This design comes from an exercise in tuning for small area and a short achievable clock period on the open sky130 flow, not from production work.
Only simulation tests tie the RTL to the original design; equivalence was not proved.
No driver is modelled on the clock port, so clocking that relies on it looks cheaper here than on a real chip.
No activity file was given, so power comes from the tool's default toggle rates.

==> trial 66: inputs <==
==> flow/design.v <==
module mprf_aoi222 (
  input  logic a1, a2, b1, b2, c1, c2,
  output logic y
);
  assign y = ~((a1 & a2) | (b1 & b2) | (c1 & c2));
endmodule
module mprf_aoi22 (
  input  logic a1, a2, b1, b2,
  output logic y
);
  assign y = ~((a1 & a2) | (b1 & b2));
endmodule
module mprf_aoi221 (
  input  logic a1, a2, b1, b2, c1,
  output logic y
);
  assign y = ~((a1 & a2) | (b1 & b2) | c1);
endmodule
module mprf_aoi2221 (
  input  logic a1, a2, b1, b2, c1, c2, d1,
  output logic y
);
  assign y = ~((a1 & a2) | (b1 & b2) | (c1 & c2) | d1);
endmodule
module multiport_register_file #(
  parameter int A_WIDTH  = 4,
  parameter int D_WIDTH  = 32,
  parameter int N_RD     = 2,
  parameter int N_WR     = 2,
  parameter int TRIG_REG = 5,
  parameter int MON_REG  = 10
) (
  input  logic                      CLK,
  input  logic                      RST,
  input  logic                      trigger,
  input  logic [N_WR-1:0]           WE,
  input  logic [N_WR*A_WIDTH-1:0]   WA,
  input  logic [N_WR*D_WIDTH-1:0]   WD,
  input  logic [N_RD*A_WIDTH-1:0]   RA,
  output logic [N_RD*D_WIDTH-1:0]   RD,
  output logic [N_RD-1:0]           RBUSY,
  input  logic                      ALLOC,
  input  logic [A_WIDTH-1:0]        ALLOC_A,
  output logic [D_WIDTH-1:0]        a0
);
  localparam int DEPTH = 2 ** A_WIDTH;
  logic [D_WIDTH-1:0] regs  [DEPTH];
  logic [D_WIDTH-1:0] dn    [DEPTH];    
  logic [DEPTH-1:0]   valid;
  logic [DEPTH-1:0]   busy;
  logic [DEPTH-1:0]   h1, h0, ld, s1, s0, sh, kv;
  logic [D_WIDTH-1:0] wd1, wd0;
  assign wd1 = WD[D_WIDTH +: D_WIDTH];
  assign wd0 = WD[0 +: D_WIDTH];
  for (genvar r = 1; r < DEPTH; r++) begin : g_w
    logic t;
    assign h1[r] = WE[1] && (WA[A_WIDTH +: A_WIDTH] == A_WIDTH'(r));
    assign h0[r] = WE[0] && (WA[0 +: A_WIDTH] == A_WIDTH'(r));
    assign t     = (r == TRIG_REG) ? trigger : 1'b0;
    logic m;
    assign m     = (r == MON_REG) ? RST : 1'b0;
    assign s1[r] = h1[r] & ~t & ~m;
    assign s0[r] = h0[r] & ~h1[r] & ~t & ~m;
    assign sh[r] = ~h1[r] & ~h0[r] & ~t & ~m;
    assign ld[r] = h1[r] | h0[r] | t;
    assign kv[r] = (r == MON_REG) ? 1'b1 : valid[r];
    for (genvar b = 0; b < D_WIDTH; b++) begin : g_b
      if (r == TRIG_REG && b == 0) begin : g_t
        mprf_aoi2221 u_n (.a1(s1[r]), .a2(wd1[b]), .b1(s0[r]), .b2(wd0[b]),
                          .c1(sh[r]), .c2(regs[r][b]), .d1(t), .y(dn[r][b]));
      end else begin : g_n
        mprf_aoi222 u_n (.a1(s1[r]), .a2(wd1[b]), .b1(s0[r]), .b2(wd0[b]),
                         .c1(sh[r]), .c2(regs[r][b]), .y(dn[r][b]));
      end
    end
  end
  for (genvar r = 1; r < DEPTH; r++) begin : g_q
    if (r == MON_REG) begin : g_m
      always_ff @(posedge CLK or posedge RST) begin
        if (RST) regs[r] <= '0;
        else     regs[r] <= ~dn[r];
      end
    end else begin : g_d
      always_ff @(posedge CLK) regs[r] <= ~dn[r];
    end
  end
  always_ff @(posedge CLK or posedge RST) begin
    if (RST) begin
      valid[DEPTH-1:1] <= '0;
      busy[DEPTH-1:1]  <= '0;
    end else begin
      for (int r = 1; r < DEPTH; r++) begin
        if (ld[r]) valid[r] <= 1'b1;
        if (ALLOC && (ALLOC_A == A_WIDTH'(r))) busy[r] <= 1'b1;
        else if (h1[r] || h0[r])               busy[r] <= 1'b0;
      end
    end
  end
  for (genvar i = 0; i < N_RD; i++) begin : g_r
    logic [A_WIDTH-1:0] ra;
    logic [DEPTH-1:0]   sel;
    logic               hi1, hi0, tr, en, b1, b0, bt, vm;
    logic [D_WIDTH-1:0] st;
    logic [4:0]         part [D_WIDTH];
    logic [D_WIDTH-1:0] wpart;
    assign ra  = RA[i*A_WIDTH +: A_WIDTH];
    assign hi1 = WE[1] && (WA[A_WIDTH +: A_WIDTH] == ra);
    assign hi0 = WE[0] && (WA[0 +: A_WIDTH] == ra);
    assign tr  = trigger && (ra == A_WIDTH'(TRIG_REG));
    assign en  = ~RST & (ra != '0);
    assign b1  = en & ~tr & hi1;
    assign b0  = en & ~tr & ~hi1 & hi0;
    assign bt  = en & tr;
    assign vm  = ~RST & ~tr & ~hi1 & ~hi0;
    assign sel[0] = 1'b0;
    for (genvar r = 1; r < DEPTH; r++) begin : g_s
      assign sel[r] = (ra == A_WIDTH'(r)) & kv[r];
    end
    for (genvar b = 0; b < D_WIDTH; b++) begin : g_b
      for (genvar k = 0; k < 5; k++) begin : g_k
        mprf_aoi222 u_m (.a1(sel[3*k+1]), .a2(regs[3*k+1][b]),
                         .b1(sel[3*k+2]), .b2(regs[3*k+2][b]),
                         .c1(sel[3*k+3]), .c2(regs[3*k+3][b]), .y(part[b][k]));
      end
      assign st[b] = ~&part[b];
      if (b == 0) begin : g_t
        mprf_aoi221 u_w (.a1(b1), .a2(wd1[b]), .b1(b0), .b2(wd0[b]), .c1(bt),
                         .y(wpart[b]));
      end else begin : g_n
        mprf_aoi22 u_w (.a1(b1), .a2(wd1[b]), .b1(b0), .b2(wd0[b]), .y(wpart[b]));
      end
      assign RD[i*D_WIDTH + b] = (vm & st[b]) | ~wpart[b];
    end
    always_comb begin
      RBUSY[i] = 1'b0;
      for (int r = 1; r < DEPTH; r++)
        if (ra == A_WIDTH'(r)) RBUSY[i] = ~RST & busy[r] & ~h1[r] & ~h0[r];
    end
  end
  assign a0 = ~dn[MON_REG];
endmodule
==> flow/flow/run.sh <==
#!/bin/bash
# Standard layout with two changes: the synthesized netlist's logic cells are
# mapped to their smallest drive strength before floorplanning (the repair
# steps size them up where needed), and the ports get plain buffers.
set -euo pipefail
HERE=$(pwd)
ARGS=("BUFFER_PORTS_ARGS=-buffer_cell sky130_fd_sc_hd__buf_2")
bash standard.sh "${ARGS[@]}" synth > flow_synth.log 2>&1
RES=$HERE/orfs/results/$FLOW_PLATFORM/multiport_register_file/base
cp $RES/1_2_yosys.v $HERE/1_2_yosys.orig.v
python3 flow/downsize.py $FLOW_HOME/platforms/$FLOW_PLATFORM/lib/sky130_fd_sc_hd__tt_025C_1v80.lib $RES/1_2_yosys.v > flow_downsize.log 2>&1
rm -f $RES/1_synth.odb
touch $RES/1_2_yosys.v
bash standard.sh "${ARGS[@]}" finish > flow_finish.log 2>&1
==> flow/flow/downsize.py <==
#!/usr/bin/env python3
# Map every combinational cell in the synthesized netlist to the smallest
# drive strength of the same function; the flow's repair steps size up
# whatever the layout's loads and timing call for.
import re, sys
lib, netlist = sys.argv[1], sys.argv[2]
cells = set(re.findall(r'cell\s*\(\s*"?(sky130_fd_sc_hd__\w+?)"?\s*\)', open(lib).read()))
keep = ('df', 'sdf', 'edf', 'dl', 'buf', 'clk', 'conb', 'tap', 'fill', 'decap', 'probe', 'lpflow', 'inv')
def small(m):
    name, base, size = m.group(0), m.group(1), m.group(2)
    func = base[len('sky130_fd_sc_hd__'):]
    if func.startswith(keep):
        return name
    for s in ('1', '0'):
        if base + '_' + s in cells:
            return base + '_' + s if int(size) > int(s) else name
    return name
text = open(netlist).read()
new = re.sub(r'\b(sky130_fd_sc_hd__\w+?)_(\d+)\b(?=\s+\S+\s*\()', small, text)
open(netlist, 'w').write(new)
==> flow/standard.sh <==
#!/bin/bash
# synth_recipe.tcl (not shown) runs the flow's synth.tcl, then flattens the netlist and writes it again
# the make line also repeats each setting of config.mk as NAME=value (left out here)
make -C /OpenROAD-flow-scripts/flow DESIGN_CONFIG=/design/flow/config.mk WORK_HOME=/design/flow/orfs CLKGATE_MAP_FILE= SYNTH_SCRIPT=/design/flow/synth_recipe.tcl "${@:-finish}"
==> flow/config.mk <==
export PLATFORM = sky130hd
export DESIGN_NAME = multiport_register_file
export DESIGN_NICKNAME = multiport_register_file
export VERILOG_FILES = /design/flow/design.v
export SDC_FILE = /design/flow/constraint.sdc
export NUM_CORES = 4
export LEC_CHECK = 0
export CAP_MARGIN = 20
export CORE_MARGIN = 2
export CORE_UTILIZATION = 35
export PLACE_DENSITY = 0.4
export SETUP_SLACK_MARGIN = 2.5
export SLEW_MARGIN = 20
export SYNTH_HIERARCHICAL = 1
export SYNTH_MINIMUM_KEEP_SIZE = 0
==> flow/constraint.sdc <==
create_clock -name core_clock -period 7.5 [get_ports {CLK}]
set_input_delay 1.5000 -clock core_clock [delete_from_list [all_inputs] [get_ports {CLK}]]
set_output_delay 1.5000 -clock core_clock [all_outputs]
set_load 0.01 [all_outputs]
==> trial 84: changes against trial 66 <==
==> flow/design.v, changed modules only <==
module mprf_and3 (
  input  logic a, b, c,
  output logic y
);
  assign y = a & b & c;
endmodule
module multiport_register_file #(
  parameter int A_WIDTH  = 4,
  parameter int D_WIDTH  = 32,
  parameter int N_RD     = 2,
  parameter int N_WR     = 2,
  parameter int TRIG_REG = 5,
  parameter int MON_REG  = 10
) (
  input  logic                      CLK,
  input  logic                      RST,
  input  logic                      trigger,
  input  logic [N_WR-1:0]           WE,
  input  logic [N_WR*A_WIDTH-1:0]   WA,
  input  logic [N_WR*D_WIDTH-1:0]   WD,
  input  logic [N_RD*A_WIDTH-1:0]   RA,
  output logic [N_RD*D_WIDTH-1:0]   RD,
  output logic [N_RD-1:0]           RBUSY,
  input  logic                      ALLOC,
  input  logic [A_WIDTH-1:0]        ALLOC_A,
  output logic [D_WIDTH-1:0]        a0
);
  localparam int DEPTH = 2 ** A_WIDTH;
  localparam int SLICE = 8;
  logic [D_WIDTH-1:0] regs  [DEPTH];
  logic [D_WIDTH-1:0] dn    [DEPTH];    
  logic [DEPTH-1:0]   valid;
  logic [DEPTH-1:0]   busy;
  logic [DEPTH-1:0]   h1, h0, ld, s1, s0, sh, kv;
  logic [D_WIDTH-1:0] wd1, wd0;
  assign wd1 = WD[D_WIDTH +: D_WIDTH];
  assign wd0 = WD[0 +: D_WIDTH];
  for (genvar r = 1; r < DEPTH; r++) begin : g_w
    logic t;
    assign h1[r] = WE[1] && (WA[A_WIDTH +: A_WIDTH] == A_WIDTH'(r));
    assign h0[r] = WE[0] && (WA[0 +: A_WIDTH] == A_WIDTH'(r));
    assign t     = (r == TRIG_REG) ? trigger : 1'b0;
    logic m;
    assign m     = (r == MON_REG) ? RST : 1'b0;
    assign s1[r] = h1[r] & ~t & ~m;
    assign s0[r] = h0[r] & ~h1[r] & ~t & ~m;
    assign sh[r] = ~h1[r] & ~h0[r] & ~t & ~m;
    assign ld[r] = h1[r] | h0[r] | t;
    assign kv[r] = (r == MON_REG) ? 1'b1 : valid[r];
    for (genvar b = 0; b < D_WIDTH; b++) begin : g_b
      if (r == TRIG_REG && b == 0) begin : g_t
        mprf_aoi2221 u_n (.a1(s1[r]), .a2(wd1[b]), .b1(s0[r]), .b2(wd0[b]),
                          .c1(sh[r]), .c2(regs[r][b]), .d1(t), .y(dn[r][b]));
      end else begin : g_n
        mprf_aoi222 u_n (.a1(s1[r]), .a2(wd1[b]), .b1(s0[r]), .b2(wd0[b]),
                         .c1(sh[r]), .c2(regs[r][b]), .y(dn[r][b]));
      end
    end
  end
  for (genvar r = 1; r < DEPTH; r++) begin : g_q
    if (r == MON_REG) begin : g_m
      always_ff @(posedge CLK or posedge RST) begin
        if (RST) regs[r] <= '0;
        else     regs[r] <= ~dn[r];
      end
    end else begin : g_d
      always_ff @(posedge CLK) regs[r] <= ~dn[r];
    end
  end
  always_ff @(posedge CLK or posedge RST) begin
    if (RST) begin
      valid[DEPTH-1:1] <= '0;
      busy[DEPTH-1:1]  <= '0;
    end else begin
      for (int r = 1; r < DEPTH; r++) begin
        if (ld[r]) valid[r] <= 1'b1;
        if (ALLOC && (ALLOC_A == A_WIDTH'(r))) busy[r] <= 1'b1;
        else if (h1[r] || h0[r])               busy[r] <= 1'b0;
      end
    end
  end
  for (genvar i = 0; i < N_RD; i++) begin : g_r
    logic [A_WIDTH-1:0] ra;
    logic               hi1, hi0, tr, en, bt;
    logic [D_WIDTH-1:0] st;
    logic [4:0]         part [D_WIDTH];
    logic [D_WIDTH-1:0] wpart;
    assign ra  = RA[i*A_WIDTH +: A_WIDTH];
    assign hi1 = WE[1] && (WA[A_WIDTH +: A_WIDTH] == ra);
    assign hi0 = WE[0] && (WA[0 +: A_WIDTH] == ra);
    assign tr  = trigger && (ra == A_WIDTH'(TRIG_REG));
    assign en  = ~RST & (ra != '0);
    logic nt, n1, n0, nr;
    assign nt  = ~tr;
    assign n1  = ~hi1;
    assign nr  = ~RST;
    assign bt  = en & tr;
    logic [D_WIDTH/SLICE-1:0] b1c, b0c, vmc;
    for (genvar c = 0; c < D_WIDTH/SLICE; c++) begin : g_v
      mprf_and3 u_b1 (.a(en),        .b(nt),  .c(hi1),  .y(b1c[c]));
      mprf_and3 u_b0 (.a(en & n1),   .b(nt),  .c(hi0),  .y(b0c[c]));
      mprf_and3 u_vm (.a(nr & n1),   .b(nt),  .c(~hi0), .y(vmc[c]));
    end
    logic [3:0] plo, phi;
    for (genvar j = 0; j < 4; j++) begin : g_p
      assign plo[j] = (ra[1:0] == 2'(j));
      assign phi[j] = (ra[3:2] == 2'(j));
    end
    logic [DEPTH-1:0] sel [D_WIDTH/SLICE];
    for (genvar c = 0; c < D_WIDTH/SLICE; c++) begin : g_c
      assign sel[c][0] = 1'b0;
      for (genvar r = 1; r < DEPTH; r++) begin : g_s
        mprf_and3 u_s (.a(plo[r % 4]), .b(phi[r / 4]), .c(kv[r]), .y(sel[c][r]));
      end
    end
    for (genvar b = 0; b < D_WIDTH; b++) begin : g_b
      for (genvar k = 0; k < 5; k++) begin : g_k
        mprf_aoi222 u_m (.a1(sel[b/SLICE][3*k+1]), .a2(regs[3*k+1][b]),
                         .b1(sel[b/SLICE][3*k+2]), .b2(regs[3*k+2][b]),
                         .c1(sel[b/SLICE][3*k+3]), .c2(regs[3*k+3][b]), .y(part[b][k]));
      end
      assign st[b] = ~&part[b];
      if (b == 0) begin : g_t
        mprf_aoi221 u_w (.a1(b1c[b/SLICE]), .a2(wd1[b]), .b1(b0c[b/SLICE]), .b2(wd0[b]), .c1(bt),
                         .y(wpart[b]));
      end else begin : g_n
        mprf_aoi22 u_w (.a1(b1c[b/SLICE]), .a2(wd1[b]), .b1(b0c[b/SLICE]), .b2(wd0[b]),
                        .y(wpart[b]));
      end
      assign RD[i*D_WIDTH + b] = (vmc[b/SLICE] & st[b]) | ~wpart[b];
    end
    logic bsel;
    always_comb begin
      bsel = 1'b0;
      for (int r = 1; r < DEPTH; r++)
        if (ra == A_WIDTH'(r)) bsel = busy[r];
    end
    assign RBUSY[i] = ~RST & bsel & ~hi1 & ~hi0;
  end
  assign a0 = ~dn[MON_REG];
endmodule
==> flow/flow/run.sh (replaced) <==
#!/bin/bash
# Standard layout with three changes: the synthesized netlist's logic cells are
# mapped to their smallest drive strength before floorplanning (the repair
# steps size them up where needed), the ports get plain buffers, and a second
# setup repair runs after clock tree synthesis.
set -euo pipefail
HERE=$(pwd)
ARGS=("BUFFER_PORTS_ARGS=-buffer_cell sky130_fd_sc_hd__buf_2" "POST_CTS_TCL=$HERE/flow/post_cts.tcl")
bash standard.sh "${ARGS[@]}" synth > flow_synth.log 2>&1
RES=$HERE/orfs/results/$FLOW_PLATFORM/multiport_register_file/base
cp $RES/1_2_yosys.v $HERE/1_2_yosys.orig.v
python3 flow/downsize.py $FLOW_HOME/platforms/$FLOW_PLATFORM/lib/sky130_fd_sc_hd__tt_025C_1v80.lib $RES/1_2_yosys.v > flow_downsize.log 2>&1
rm -f $RES/1_synth.odb
touch $RES/1_2_yosys.v
bash standard.sh "${ARGS[@]}" finish > flow_finish.log 2>&1
==> flow/flow/post_cts.tcl (new file) <==
# A second, longer setup repair after clock tree synthesis, aiming past the
# first pass's margin, then legalise the placement again.
repair_timing -setup -setup_margin 3.0 -repair_tns 100 -max_passes 10000 -verbose
detailed_placement
check_placement -verbose
==> flow_summary_export.csv <==
group,metric,value,unit
power,clk-power,2.89,mW
routing,drtIter0Drc,8759,
power,power_frac_comb,19.6,%
setup_path,crit_path_max_fanout,14,
run_status,outcome,"no timing/DRC/antenna violations",
That was trial 66.
==> flow_summary_export.csv <==
group,metric,value,unit
final_layout,clkCellAreaFrac,6.45,%
final_layout,drive_gt1_share,24.9,%
routing,drtIter0Drc,7960,
power,power_frac_comb,19.2,%
setup_path,crit_path_max_fanout,8,
run_status,outcome,"no timing/DRC/antenna violations",
routing,postRouteAntennaNets,0,
final_layout,num-nets-final,3008,
That was trial 84.

-- separate check: timing with driven ports --
How much do the figures lean on ideal ports? The routed layouts below were timed once more, with nothing changed but the port constraints.
Step 1 assumes that a clkbuf_16 drives the clock port and a buf_2 every other input.
Step 2 also shifts input and output timing later by t, the mid clock arrival at the registers, as if the neighbouring blocks saw the same clock.
a / b / c = no drivers / after step 1 / after step 2; a / b = the first two.
run	shift t [ns]	setup WS [ns]	pins driven straight from the clock port
trial 66	0.707	2.438 / 2.405 / 2.405	1
trial 84	0.721	2.541 / 2.453 / 2.007	1
After both steps every run listed still meets setup and hold. The setup slack of trial 84, which loses most, moves by -0.088 ns with the drivers and by -0.534 ns with both steps.
